Source: an optimization exercise on an open RTL-to-GDS flow (aim: small area, a short achievable clock period and few clock cycles). Production flows keep margins and buffers that such runs may drop.
RTL that was checked went through simulation tests only; none was proved equivalent to the original.
No activity file was given, so power comes from the tool's default toggle rates.

==> 01-04 <==
// alu_arbiter
module alu_arbiter #(
  parameter int MUL_LAT = 3
) (
  input  logic        clk,
  input  logic        reset,
  input  logic        i_reqA_valid,
  input  logic        i_reqB_valid,
  output logic        o_reqA_ready,
  output logic        o_reqB_ready,
  input  logic [31:0] i_reqA_op1,
  input  logic [31:0] i_reqA_op2,
  input  logic [31:0] i_reqB_op1,
  input  logic [31:0] i_reqB_op2,
  input  logic [3:0]  i_reqA_sel,
  input  logic [3:0]  i_reqB_sel,
  output logic        o_rsp_valid,
  input  logic        i_rsp_ready,
  output logic        o_rsp_id,
  output logic [31:0] o_rsp_data,
  output logic        o_rsp_zflag,
  output logic        o_busy
);
clock: 9.5 ns
lec_check: 0
abc_area: 1
abc_clock_period_in_ps: 4700
cap_margin: 20
core_margin: 2
core_utilization: 40
cts_buf_list: sky130_fd_sc_hd__clkbuf_4 sky130_fd_sc_hd__clkbuf_8
setup_slack_margin: 4.8
slew_margin: 20
standard.sh (not shown) runs the stock make flow with config.mk's settings and CLKGATE_MAP_FILE= SYNTH_SCRIPT=/design/flow/synth_recipe.tcl, a recipe that flattens the netlist after the stock synthesis.
==> flow/flow/run.sh <==
#!/bin/bash
# Standard ORFS layout with two changes:
#  - after the standard synthesis, polarity.py removes inverters (it picks the
#    polarity of each full adder and XOR gate, both of which can absorb an
#    inversion, and splits half adders whose inputs are both inverted);
#    registers, ports and all other cells are unchanged;
#  - the port buffers are buf_1 cells (the resizer may upsize them) instead
#    of the default delay-buffer cell.
set -euo pipefail
R=orfs/results/${FLOW_PLATFORM}/alu_arbiter/base
bash standard.sh synth > log_synth.txt 2>&1
python3 flow/polarity.py $R/1_2_yosys.v $R/1_2_yosys.pol.v > log_polarity.txt 2>&1
mv $R/1_2_yosys.pol.v $R/1_2_yosys.v
rm -f $R/1_synth.odb $R/1_synth.sdc
bash standard.sh BUFFER_PORTS_ARGS="-buffer_cell sky130_fd_sc_hd__buf_1" finish > log_layout.txt 2>&1
Other scripts of this flow, unchanged in this note and not shown: flow/flow/polarity.py
==> 05-20: changes against 01-04 <==
--- a/flow/design.v
+++ b/flow/design.v
@@ -907,20 +907,20 @@
   logic rp14;
   logic rg14;
   logic rp15;
   logic rg15;
   logic rp16;
   logic rg16;
-  logic r17_0;
-  logic r17_1;
-  logic r18_0;
-  logic r18_1;
-  logic r19_0;
-  logic r19_1;
-  logic r20_0;
-  logic r20_1;
+  logic rp17;
+  logic rg17;
+  logic rp18;
+  logic rg18;
+  logic rp19;
+  logic rg19;
+  logic rp20;
+  logic rg20;
   logic r21_0;
   logic r21_1;
   logic r22_0;
   logic r22_1;
   logic r23_0;
   logic r23_1;
@@ -976,20 +976,20 @@
       rp14 <= tc416 ^ ts417;
       rg14 <= tc416 & ts417;
       rp15 <= tc418 ^ ts419;
       rg15 <= tc418 & ts419;
       rp16 <= tc420 ^ ts421;
       rg16 <= tc420 & ts421;
-      r17_0 <= tc422;
-      r17_1 <= ts423;
-      r18_0 <= tc424;
-      r18_1 <= ts425;
-      r19_0 <= tc426;
-      r19_1 <= ts427;
-      r20_0 <= tc428;
-      r20_1 <= ts429;
+      rp17 <= tc422 ^ ts423;
+      rg17 <= tc422 & ts423;
+      rp18 <= tc424 ^ ts425;
+      rg18 <= tc424 & ts425;
+      rp19 <= tc426 ^ ts427;
+      rg19 <= tc426 & ts427;
+      rp20 <= tc428 ^ ts429;
+      rg20 <= tc428 & ts429;
       r21_0 <= tc430;
       r21_1 <= ts431;
       r22_0 <= tc432;
       r22_1 <= ts433;
       r23_0 <= tc434;
       r23_1 <= ts435;
@@ -1044,20 +1044,20 @@
   assign p[14] = rp14;
   assign g[14] = rg14;
   assign p[15] = rp15;
   assign g[15] = rg15;
   assign p[16] = rp16;
   assign g[16] = rg16;
-  assign p[17] = r17_0 ^ r17_1;
-  assign g[17] = r17_0 & r17_1;
-  assign p[18] = r18_0 ^ r18_1;
-  assign g[18] = r18_0 & r18_1;
-  assign p[19] = r19_0 ^ r19_1;
-  assign g[19] = r19_0 & r19_1;
-  assign p[20] = r20_0 ^ r20_1;
-  assign g[20] = r20_0 & r20_1;
+  assign p[17] = rp17;
+  assign g[17] = rg17;
+  assign p[18] = rp18;
+  assign g[18] = rg18;
+  assign p[19] = rp19;
+  assign g[19] = rg19;
+  assign p[20] = rp20;
+  assign g[20] = rg20;
   assign p[21] = r21_0 ^ r21_1;
   assign g[21] = r21_0 & r21_1;
   assign p[22] = r22_0 ^ r22_1;
   assign g[22] = r22_0 & r22_1;
   assign p[23] = r23_0 ^ r23_1;
   assign g[23] = r23_0 & r23_1;
CTS_BUF_LIST = not set   (was sky130_fd_sc_hd__clkbuf_4 sky130_fd_sc_hd__clkbuf_8)
SETUP_SLACK_MARGIN = 5.0   (was 4.8)
==> 07-19: changes against 01-04 <==
--- a/flow/design.v
+++ b/flow/design.v
@@ -28,12 +28,17 @@
   logic [31:0] ax, ay;
   logic [15:0] d_one, d_two, d_neg;
   logic        v1, id1;      
   logic        pick;         
   logic        qa, qb;       
   logic [31:0] ma;           
+  logic [31:0] ma_n;         
+  logic [15:0] bo_n, bt_n;   
+  assign ma = ~ma_n;
+  assign bo = ~bo_n;
+  assign bt = ~bt_n;
   logic [31:0] ay1;          
   logic        cin1;         
   logic [15:0] bo, bt, bn;   
   logic        v2, id2;      
   logic        cin2;
   assign cap_b   = v1 ? ~id1 : pick;
@@ -85,17 +90,17 @@
       if (accept) last_b <= id1;
       if (!stall) v2 <= accept;
     end
   end
   always_ff @(posedge clk) begin
     id1  <= cap_b;
-    ma   <= ax;
+    ma_n <= ~ax;
     ay1  <= ay;
     cin1 <= is_sub;
-    bo   <= d_one;
-    bt   <= d_two;
+    bo_n <= ~d_one;
+    bt_n <= ~d_two;
     bn   <= d_neg;
   end
   wire pp0_0 = (bo[0] & ma[0]) ^ bn[0];
   wire pp0_1 = ((bo[0] & ma[1]) | (bt[0] & ma[0])) ^ bn[0];
   wire pp0_2 = ((bo[0] & ma[2]) | (bt[0] & ma[1])) ^ bn[0];
   wire pp0_3 = ((bo[0] & ma[3]) | (bt[0] & ma[2])) ^ bn[0];
CTS_BUF_LIST = not set   (was sky130_fd_sc_hd__clkbuf_4 sky130_fd_sc_hd__clkbuf_8)
==> qor summary <==
Run status: 01-04 timing/DRC/antenna clean; 07-19 timing/DRC/antenna clean; 05-20 timing/DRC/antenna clean
Buf+Inv Stages, Crit Path: 01-04 2; 07-19 3; 05-20 1
Combinational group share of total power: 01-04 74.0%; 07-19 71.0%; 05-20 73.1%
Final routed wirelength across all metal layers: 01-04 68,000 um; 07-19 64,800 um; 05-20 71,100 um
Worst Path Required: 01-04 7.60 ns; 07-19 7.60 ns; 05-20 9.73 ns
Power density cells: 01-04 397 mW/mm^2; 07-19 371 mW/mm^2; 05-20 406 mW/mm^2
Non-clock buffering overhead: 01-04 4.09%; 07-19 4.20%; 05-20 4.89%
Wire per inst: 01-04 20.6 um; 07-19 20.0 um; 05-20 21.4 um
Half-perimeter wire length after detailed placement: 01-04 50,700 um; 07-19 47,300 um; 05-20 52,900 um
Type of element capturing the critical path: 01-04 primary output; 07-19 primary output; 05-20 flip-flop
Placed insts: 01-04 3,254; 07-19 3,208; 05-20 3,248
Worst Path Arrival: 01-04 2.71 ns; 07-19 2.71 ns; 05-20 4.69 ns
Layout cells sized above 1: 01-04 11.1%; 07-19 8.85%; 05-20 13.9%
Via count normalized by instance count: 01-04 5.50; 07-19 5.50; 05-20 5.48
Fraction of area in multi-input gates: 01-04 65.0%; 07-19 66.0%; 05-20 64.2%
Met2 routed WL: 01-04 30,600 um; 07-19 29,900 um; 05-20 32,600 um
Fin Clk Skew: 01-04 0.0265 ns; 07-19 0.0122 ns; 05-20 0.0150 ns
Testbench counts of 01-04, summed over its fixed seeds: cycles 2,416.
Testbench counts of 07-19, summed over its fixed seeds: cycles 2,416.
No functional check of the RTL was part of 05-20.

========
==> inputs of run Z <==
alu_arbiter, a different RTL version from the one above (not shown whole).
==> flow/config.mk <==
export PLATFORM = sky130hd
export DESIGN_NAME = alu_arbiter
export DESIGN_NICKNAME = alu_arbiter
export VERILOG_FILES = /design/flow/design.v
export SDC_FILE = /design/flow/constraint.sdc
export NUM_CORES = 4
export LEC_CHECK = 0
export ABC_AREA = 1
export ABC_CLOCK_PERIOD_IN_PS = 4300
export CAP_MARGIN = 20
export CORE_MARGIN = 2
export CORE_UTILIZATION = 40
export SETUP_SLACK_MARGIN = 5.0
export SLEW_MARGIN = 20
==> flow/constraint.sdc <==
create_clock -name core_clock -period 9.5 [get_ports {clk}]
set_input_delay 1.9000 -clock core_clock [delete_from_list [all_inputs] [get_ports {clk}]]
set_output_delay 1.9000 -clock core_clock [all_outputs]
set_load 0.01 [all_outputs]
==> flow/flow/run.sh <==
#!/bin/bash
# Standard ORFS layout, except that the port buffers are buf_1 cells (which
# the resizer may upsize) instead of the default delay-buffer cell.
set -euo pipefail
bash standard.sh synth > log_synth.txt 2>&1
bash standard.sh SETUP_SLACK_MARGIN=5.3 BUFFER_PORTS_ARGS="-buffer_cell sky130_fd_sc_hd__buf_1" finish > log_layout.txt 2>&1
==> run D: changes against run Z <==
--- a/flow/design.v
+++ b/flow/design.v
@@ -23,19 +23,16 @@
   logic        last_b;       
   logic        grant_b, stall, accept;
   logic [31:0] a, b;
   logic [3:0]  sel;
   logic        is_mul, is_add, is_sub, is_and, is_or, is_slt;
-  logic [31:0] ax, ay;
+  logic [31:0] ax;
   logic [15:0] d_one, d_two, d_neg;
   logic        v1, id1;      
   logic [31:0] ma;           
-  logic [31:0] ay1;          
-  logic        cin1;         
   logic [15:0] bo, bt, bn;   
   logic        v2, id2;      
-  logic        cin2;
   assign grant_b      = i_reqB_valid & (~i_reqA_valid | ~last_b);
   assign stall        = v2 & ~i_rsp_ready;
   assign o_reqA_ready = ~reset & ~stall & i_reqA_valid & ~grant_b;
   assign o_reqB_ready = ~reset & ~stall & grant_b;
   assign accept       = o_reqA_ready | o_reqB_ready;
@@ -49,13 +46,17 @@
   assign is_or  = (sel == 4'b0001);
   assign is_add = (sel == 4'b0010);
   assign is_mul = (sel == 4'b0011);
   assign is_sub = (sel == 4'b0110);
   assign is_slt = (sel == 4'b0111);
-  assign ax = ({32{is_add | is_sub | is_mul}} & a) | ({32{is_and}} & (a & b)) |
-              ({32{is_or}} & (a | b)) | {31'b0, is_slt & (a < b)};
-  assign ay = ({32{is_add}} & b) | ({32{is_sub}} & ~b);
+  logic        inv_b, cout;
+  logic [31:0] sum1;
+  assign inv_b = is_sub | is_slt;
+  assign {cout, sum1} = {1'b0, a} + {1'b0, b ^ {32{inv_b}}} + {32'b0, inv_b};
+  assign ax = ({32{is_mul}} & a) | ({32{is_add | is_sub}} & sum1) |
+              ({32{is_and}} & (a & b)) | ({32{is_or}} & (a | b)) |
+              {31'b0, is_slt & ~cout};
   always_comb begin
     for (int i = 0; i < 16; i++) begin
       logic b1, b0, bm;
       b1 = b[2*i+1];
       b0 = b[2*i];
@@ -79,12 +80,10 @@
   end
   always_ff @(posedge clk) begin
     if (!stall) begin
       id1  <= grant_b;
       ma   <= ax;
-      ay1  <= ay;
-      cin1 <= is_sub;
       bo   <= d_one;
       bt   <= d_two;
       bn   <= d_neg;
     end
   end
@@ -839,11 +838,10 @@
   wire tx477 = tc336 ^ tc338;
   wire tx478 = tx476 ^ tx477;
   logic r0_0;
   logic r0_1;
   logic r1_0;
-  logic r1_1;
   logic r2_0;
   logic r2_1;
   logic r3_0;
   logic r3_1;
   logic r4_0;
@@ -904,83 +902,79 @@
   logic r31_1;
   logic r31_2;
   always_ff @(posedge clk) begin
     if (!stall) begin
       id2  <= id1;
-      cin2 <= cin1;
-      r0_0 <= bn[0] | ay1[0];
+      r0_0 <= bn[0];
       r0_1 <= pp0_0;
       r1_0 <= pp0_1;
-      r1_1 <= ay1[1];
-      r2_0 <= pp1_0 | ay1[2];
+      r2_0 <= pp1_0;
       r2_1 <= ts393;
-      r3_0 <= tc394 | ay1[3];
+      r3_0 <= tc394;
       r3_1 <= ts395;
-      r4_0 <= tc396 | ay1[4];
+      r4_0 <= tc396;
       r4_1 <= ts397;
-      r5_0 <= tc398 | ay1[5];
+      r5_0 <= tc398;
       r5_1 <= ts399;
-      r6_0 <= tc400 | ay1[6];
+      r6_0 <= tc400;
       r6_1 <= ts401;
-      r7_0 <= tc402 | ay1[7];
+      r7_0 <= tc402;
       r7_1 <= ts403;
-      r8_0 <= tc404 | ay1[8];
+      r8_0 <= tc404;
       r8_1 <= ts405;
-      r9_0 <= tc406 | ay1[9];
+      r9_0 <= tc406;
       r9_1 <= ts407;
-      r10_0 <= tc408 | ay1[10];
+      r10_0 <= tc408;
       r10_1 <= ts409;
-      r11_0 <= tc410 | ay1[11];
+      r11_0 <= tc410;
       r11_1 <= ts411;
-      r12_0 <= tc412 | ay1[12];
+      r12_0 <= tc412;
       r12_1 <= ts413;
-      r13_0 <= tc414 | ay1[13];
+      r13_0 <= tc414;
       r13_1 <= ts415;
-      r14_0 <= tc416 | ay1[14];
+      r14_0 <= tc416;
       r14_1 <= ts417;
-      r15_0 <= tc418 | ay1[15];
+      r15_0 <= tc418;
       r15_1 <= ts419;
-      r16_0 <= tc420 | ay1[16];
+      r16_0 <= tc420;
       r16_1 <= ts421;
-      r17_0 <= tc422 | ay1[17];
+      r17_0 <= tc422;
       r17_1 <= ts423;
-      r18_0 <= tc424 | ay1[18];
+      r18_0 <= tc424;
       r18_1 <= ts425;
-      r19_0 <= tc426 | ay1[19];
+      r19_0 <= tc426;
       r19_1 <= ts427;
-      r20_0 <= tc428 | ay1[20];
+      r20_0 <= tc428;
       r20_1 <= ts429;
-      r21_0 <= tc430 | ay1[21];
+      r21_0 <= tc430;
       r21_1 <= ts431;
-      r22_0 <= tc432 | ay1[22];
+      r22_0 <= tc432;
       r22_1 <= ts433;
-      r23_0 <= tc434 | ay1[23];
+      r23_0 <= tc434;
       r23_1 <= ts435;
-      r24_0 <= tc436 | ay1[24];
+      r24_0 <= tc436;
       r24_1 <= ts437;
-      r25_0 <= tc438 | ay1[25];
+      r25_0 <= tc438;
       r25_1 <= ts439;
-      r26_0 <= tc440 | ay1[26];
+      r26_0 <= tc440;
       r26_1 <= ts441;
-      r27_0 <= tc442 | ay1[27];
+      r27_0 <= tc442;
       r27_1 <= ts443;
-      r28_0 <= tc444 | ay1[28];
+      r28_0 <= tc444;
       r28_1 <= ts445;
-      r29_0 <= tc446 | ay1[29];
+      r29_0 <= tc446;
       r29_1 <= ts447;
-      r30_0 <= tc448 | ay1[30];
+      r30_0 <= tc448;
       r30_1 <= ts449;
-      r31_0 <= tc392 | ay1[31];
+      r31_0 <= tc392;
       r31_1 <= tx478;
       r31_2 <= tc450;
     end
   end
   wire ux479 = r31_0 ^ r31_1;
   wire ux480 = r31_2 ^ ux479;
   logic [31:0] fs, fc;
   assign fs = {ux480, r30_0, r29_0, r28_0, r27_0, r26_0, r25_0, r24_0, r23_0, r22_0, r21_0, r20_0, r19_0, r18_0, r17_0, r16_0, r15_0, r14_0, r13_0, r12_0, r11_0, r10_0, r9_0, r8_0, r7_0, r6_0, r5_0, r4_0, r3_0, r2_0, r1_0, r0_0};
-  assign fc = {1'b0, r30_1, r29_1, r28_1, r27_1, r26_1, r25_1, r24_1, r23_1, r22_1, r21_1, r20_1, r19_1, r18_1, r17_1, r16_1, r15_1, r14_1, r13_1, r12_1, r11_1, r10_1, r9_1, r8_1, r7_1, r6_1, r5_1, r4_1, r3_1, r2_1, r1_1, r0_1};
-  logic [32:0] sum;
-  assign sum         = {fs, 1'b1} + {fc, cin2};    
-  assign o_rsp_data  = sum[32:1];
-  assign o_rsp_zflag = ((fs ^ fc) == {fs[30:0] | fc[30:0], cin2});
+  assign fc = {1'b0, r30_1, r29_1, r28_1, r27_1, r26_1, r25_1, r24_1, r23_1, r22_1, r21_1, r20_1, r19_1, r18_1, r17_1, r16_1, r15_1, r14_1, r13_1, r12_1, r11_1, r10_1, r9_1, r8_1, r7_1, r6_1, r5_1, r4_1, r3_1, r2_1, 1'b0, r0_1};
+  assign o_rsp_data  = fs + fc;
+  assign o_rsp_zflag = ((fs ^ fc) == {fs[30:0] | fc[30:0], 1'b0});
 endmodule
==> flow/run.sh (new file) <==
#!/bin/bash
# synth_recipe.tcl (not shown) runs the flow's synth.tcl, then flattens the netlist and writes it again
# the make line also repeats each setting of config.mk as NAME=value (left out here)
make -C /OpenROAD-flow-scripts/flow DESIGN_CONFIG=/design/flow/config.mk WORK_HOME=/design/flow/orfs CLKGATE_MAP_FILE= SYNTH_SCRIPT=/design/flow/synth_recipe.tcl finish
ABC_CLOCK_PERIOD_IN_PS = 4500   (was 4300)
removed: flow/flow/run.sh
removed: flow/standard.sh
==> run G: changes against run Z <==
--- a/flow/design.v
+++ b/flow/design.v
@@ -19,11 +19,11 @@
   output logic [31:0] o_rsp_data,
   output logic        o_rsp_zflag,
   output logic        o_busy
 );
   logic        last_b;       
-  logic        grant_b, stall, accept;
+  logic        cap_b, cap_v, other_v, stall, acc_ok, accept;
   logic [31:0] a, b;
   logic [3:0]  sel;
   logic        is_mul, is_add, is_sub, is_and, is_or, is_slt;
   logic [31:0] ax, ay;
   logic [15:0] d_one, d_two, d_neg;
@@ -32,21 +32,31 @@
   logic [31:0] ay1;          
   logic        cin1;         
   logic [15:0] bo, bt, bn;   
   logic        v2, id2;      
   logic        cin2;
-  assign grant_b      = i_reqB_valid & (~i_reqA_valid | ~last_b);
+  assign other_v = id1 ? i_reqA_valid : i_reqB_valid;
+  always_comb begin
+    if (v1) begin
+      cap_v = other_v;
+      cap_b = ~id1;
+    end else begin
+      cap_v = i_reqA_valid | i_reqB_valid;
+      cap_b = i_reqB_valid & (~i_reqA_valid | ~last_b);
+    end
+  end
   assign stall        = v2 & ~i_rsp_ready;
-  assign o_reqA_ready = ~reset & ~stall & i_reqA_valid & ~grant_b;
-  assign o_reqB_ready = ~reset & ~stall & grant_b;
+  assign acc_ok       = v1 & ~stall & ~reset & ~(other_v & (last_b == id1));
+  assign o_reqA_ready = acc_ok & ~id1 & i_reqA_valid;
+  assign o_reqB_ready = acc_ok & id1 & i_reqB_valid;
   assign accept       = o_reqA_ready | o_reqB_ready;
   assign o_rsp_valid  = v2;
   assign o_rsp_id     = id2;
-  assign o_busy       = v1 | v2;
-  assign a   = grant_b ? i_reqB_op1 : i_reqA_op1;
-  assign b   = grant_b ? i_reqB_op2 : i_reqA_op2;
-  assign sel = grant_b ? i_reqB_sel : i_reqA_sel;
+  assign o_busy       = v2;
+  assign a   = cap_b ? i_reqB_op1 : i_reqA_op1;
+  assign b   = cap_b ? i_reqB_op2 : i_reqA_op2;
+  assign sel = cap_b ? i_reqB_sel : i_reqA_sel;
   assign is_and = (sel == 4'b0000);
   assign is_or  = (sel == 4'b0001);
   assign is_add = (sel == 4'b0010);
   assign is_mul = (sel == 4'b0011);
   assign is_sub = (sel == 4'b0110);
@@ -69,26 +79,24 @@
   always_ff @(posedge clk or posedge reset) begin
     if (reset) begin
       last_b <= 1'b1;
       v1     <= 1'b0;
       v2     <= 1'b0;
-    end else if (!stall) begin
-      if (accept) last_b <= grant_b;
-      v1 <= accept;
-      v2 <= v1;
+    end else begin
+      v1 <= cap_v;
+      if (accept) last_b <= id1;
+      if (!stall) v2 <= accept;
     end
   end
   always_ff @(posedge clk) begin
-    if (!stall) begin
-      id1  <= grant_b;
-      ma   <= ax;
-      ay1  <= ay;
-      cin1 <= is_sub;
-      bo   <= d_one;
-      bt   <= d_two;
-      bn   <= d_neg;
-    end
+    id1  <= cap_b;
+    ma   <= ax;
+    ay1  <= ay;
+    cin1 <= is_sub;
+    bo   <= d_one;
+    bt   <= d_two;
+    bn   <= d_neg;
   end
   wire pp0_0 = (bo[0] & ma[0]) ^ bn[0];
   wire pp0_1 = ((bo[0] & ma[1]) | (bt[0] & ma[0])) ^ bn[0];
   wire pp0_2 = ((bo[0] & ma[2]) | (bt[0] & ma[1])) ^ bn[0];
   wire pp0_3 = ((bo[0] & ma[3]) | (bt[0] & ma[2])) ^ bn[0];
==> flow/flow/run.sh (replaced) <==
#!/bin/bash
# Standard ORFS layout, except that the port buffers are buf_1 cells (which
# the resizer may upsize) instead of the default delay-buffer cell.
set -euo pipefail
bash standard.sh synth > log_synth.txt 2>&1
bash standard.sh BUFFER_PORTS_ARGS="-buffer_cell sky130_fd_sc_hd__buf_1" finish > log_layout.txt 2>&1
ABC_CLOCK_PERIOD_IN_PS = 4500   (was 4300)
==> impl_results.html <==
<table>
<tr><th>Metric</th><th>Value</th></tr>
<tr><th colspan="2">Min path</th></tr>
<tr><td>Worst Hold Launch</td><td>id1</td></tr>
<tr><th colspan="2">Clocking</th></tr>
<tr><td>Sink Count</td><td>184</td></tr>
<tr><td>Resized cells post-CTS</td><td>297</td></tr>
<tr><th colspan="2">Floorplan</th></tr>
<tr><td>Tap cells</td><td>approximately 760</td></tr>
<tr><th colspan="2">Pwr</th></tr>
<tr><td>Seq. pwr</td><td>1.86 mW</td></tr>
<tr><th colspan="2">Outcome</th></tr>
<tr><td>Status</td><td>timing/DRC/antenna clean</td></tr>
<tr><th colspan="2">Setup path</th></tr>
<tr><td>Origin of the worst setup path</td><td>r1_1</td></tr>
</table>
-- figures above: run Z

==> impl_results.html <==
<table>
<tr><th>Metric</th><th>Value</th></tr>
<tr><th colspan="2">Floorplan</th></tr>
<tr><td>Tap cells</td><td>approximately 750</td></tr>
<tr><td>Core Footprint</td><td>54990 um^2</td></tr>
<tr><th colspan="2">Pwr</th></tr>
<tr><td>Seq. pwr</td><td>between 1.5 and 2 mW</td></tr>
<tr><th colspan="2">Routing</th></tr>
<tr><td>Top layer used by detailed routing</td><td>met5</td></tr>
<tr><td>Number of remaining DRC errors</td><td>0</td></tr>
<tr><th colspan="2">Synth</th></tr>
<tr><td>Count of flip-flops with a built-in enable after synthesis</td><td>67</td></tr>
<tr><td>Mux cell area share after synthesis</td><td>0%</td></tr>
<tr><th colspan="2">Final layout</th></tr>
<tr><td>Area added between synthesis and finish</td><td>14.71%</td></tr>
<tr><th colspan="2">Clocking</th></tr>
<tr><td>Sink Count</td><td>between 150 and 200</td></tr>
<tr><td>Resized cells post-CTS</td><td>92</td></tr>
<tr><th colspan="2">Outcome</th></tr>
<tr><td>Status</td><td>timing/DRC/antenna clean</td></tr>
<tr><th colspan="2">Setup path</th></tr>
<tr><td>Origin of the worst setup path</td><td>i_reqB_valid</td></tr>
<tr><th colspan="2">Min path</th></tr>
<tr><td>Worst Hold Launch</td><td>cin1</td></tr>
</table>
-- figures above: run G

==> impl_results.html <==
<table>
<tr><th>Metric</th><th>Value</th></tr>
<tr><th colspan="2">Outcome</th></tr>
<tr><td>Status</td><td>timing/DRC/antenna clean</td></tr>
<tr><th colspan="2">Setup path</th></tr>
<tr><td>Origin of the worst setup path</td><td>r8_1</td></tr>
<tr><td>Worst reg2reg path depth</td><td>10</td></tr>
<tr><th colspan="2">Clocking</th></tr>
<tr><td>Clock edge transition at the registers on the reported setup and hold paths</td><td>~0.070 ns</td></tr>
<tr><td>Sink Count</td><td>149</td></tr>
<tr><th colspan="2">Min path</th></tr>
<tr><td>Worst Hold Launch</td><td>id1</td></tr>
<tr><th colspan="2">Floorplan</th></tr>
<tr><td>Tap cells</td><td>696</td></tr>
<tr><th colspan="2">Place</th></tr>
<tr><td>Number of buffers added on ports</td><td>178</td></tr>
<tr><th colspan="2">Routing</th></tr>
<tr><td>Met2 Routed Length</td><td>approximately 38000 um</td></tr>
<tr><th colspan="2">Pwr</th></tr>
<tr><td>Switch share</td><td>about half</td></tr>
<tr><td>Seq. pwr</td><td>approximately 1.6 mW</td></tr>
<tr><th colspan="2">Global route</th></tr>
<tr><td>Pin count of the biggest net entering global routing</td><td>76</td></tr>
</table>
-- figures above: run D

Testbench counts of run Z, summed over its fixed seeds: cycles 2,416.
For run D and run G, only the layout was checked, not whether the RTL still works.

port drivers added, routing unchanged:
The results above use ideal ports. As a check the final layouts listed here were re-extracted and re-timed, cells and wires unchanged. Step 1 assumes that a clkbuf_16 drives the clock port and a buf_2 every other input. Step 2, shift: input delay + t, output delay - t, t = (earliest + latest rising clock arrival at the registers) / 2. This alone moves slack from input paths to output paths. Slacks: ideal ports / drivers / drivers and shift; pairs: ideal ports / drivers.
run | t, ns | setup slack, ns | worst setup path after step 2 | pins driven straight from the clock port
01-04 | 0.567 | 4.889 / 4.835 / 4.893 | input to output | 1
05-20 | 0.536 | 5.031 / 5.011 / 5.011 | input to output | 1
07-19 | 0.514 | 4.889 / 4.866 / 4.866 | input to output | 1
run Z | 0.539 | 4.942 / 4.879 / 4.937 | input to register | 1
run D | 0.517 | 4.868 / 4.808 / 4.417 | input to register | 1
run G | 0.514 | 4.872 / 4.831 / 4.690 | input to register | 1
After both steps setup and hold are still met in every run listed. For run D, which loses most, drivers alone change the setup slack by -0.060 ns; drivers and shift together by -0.451 ns.
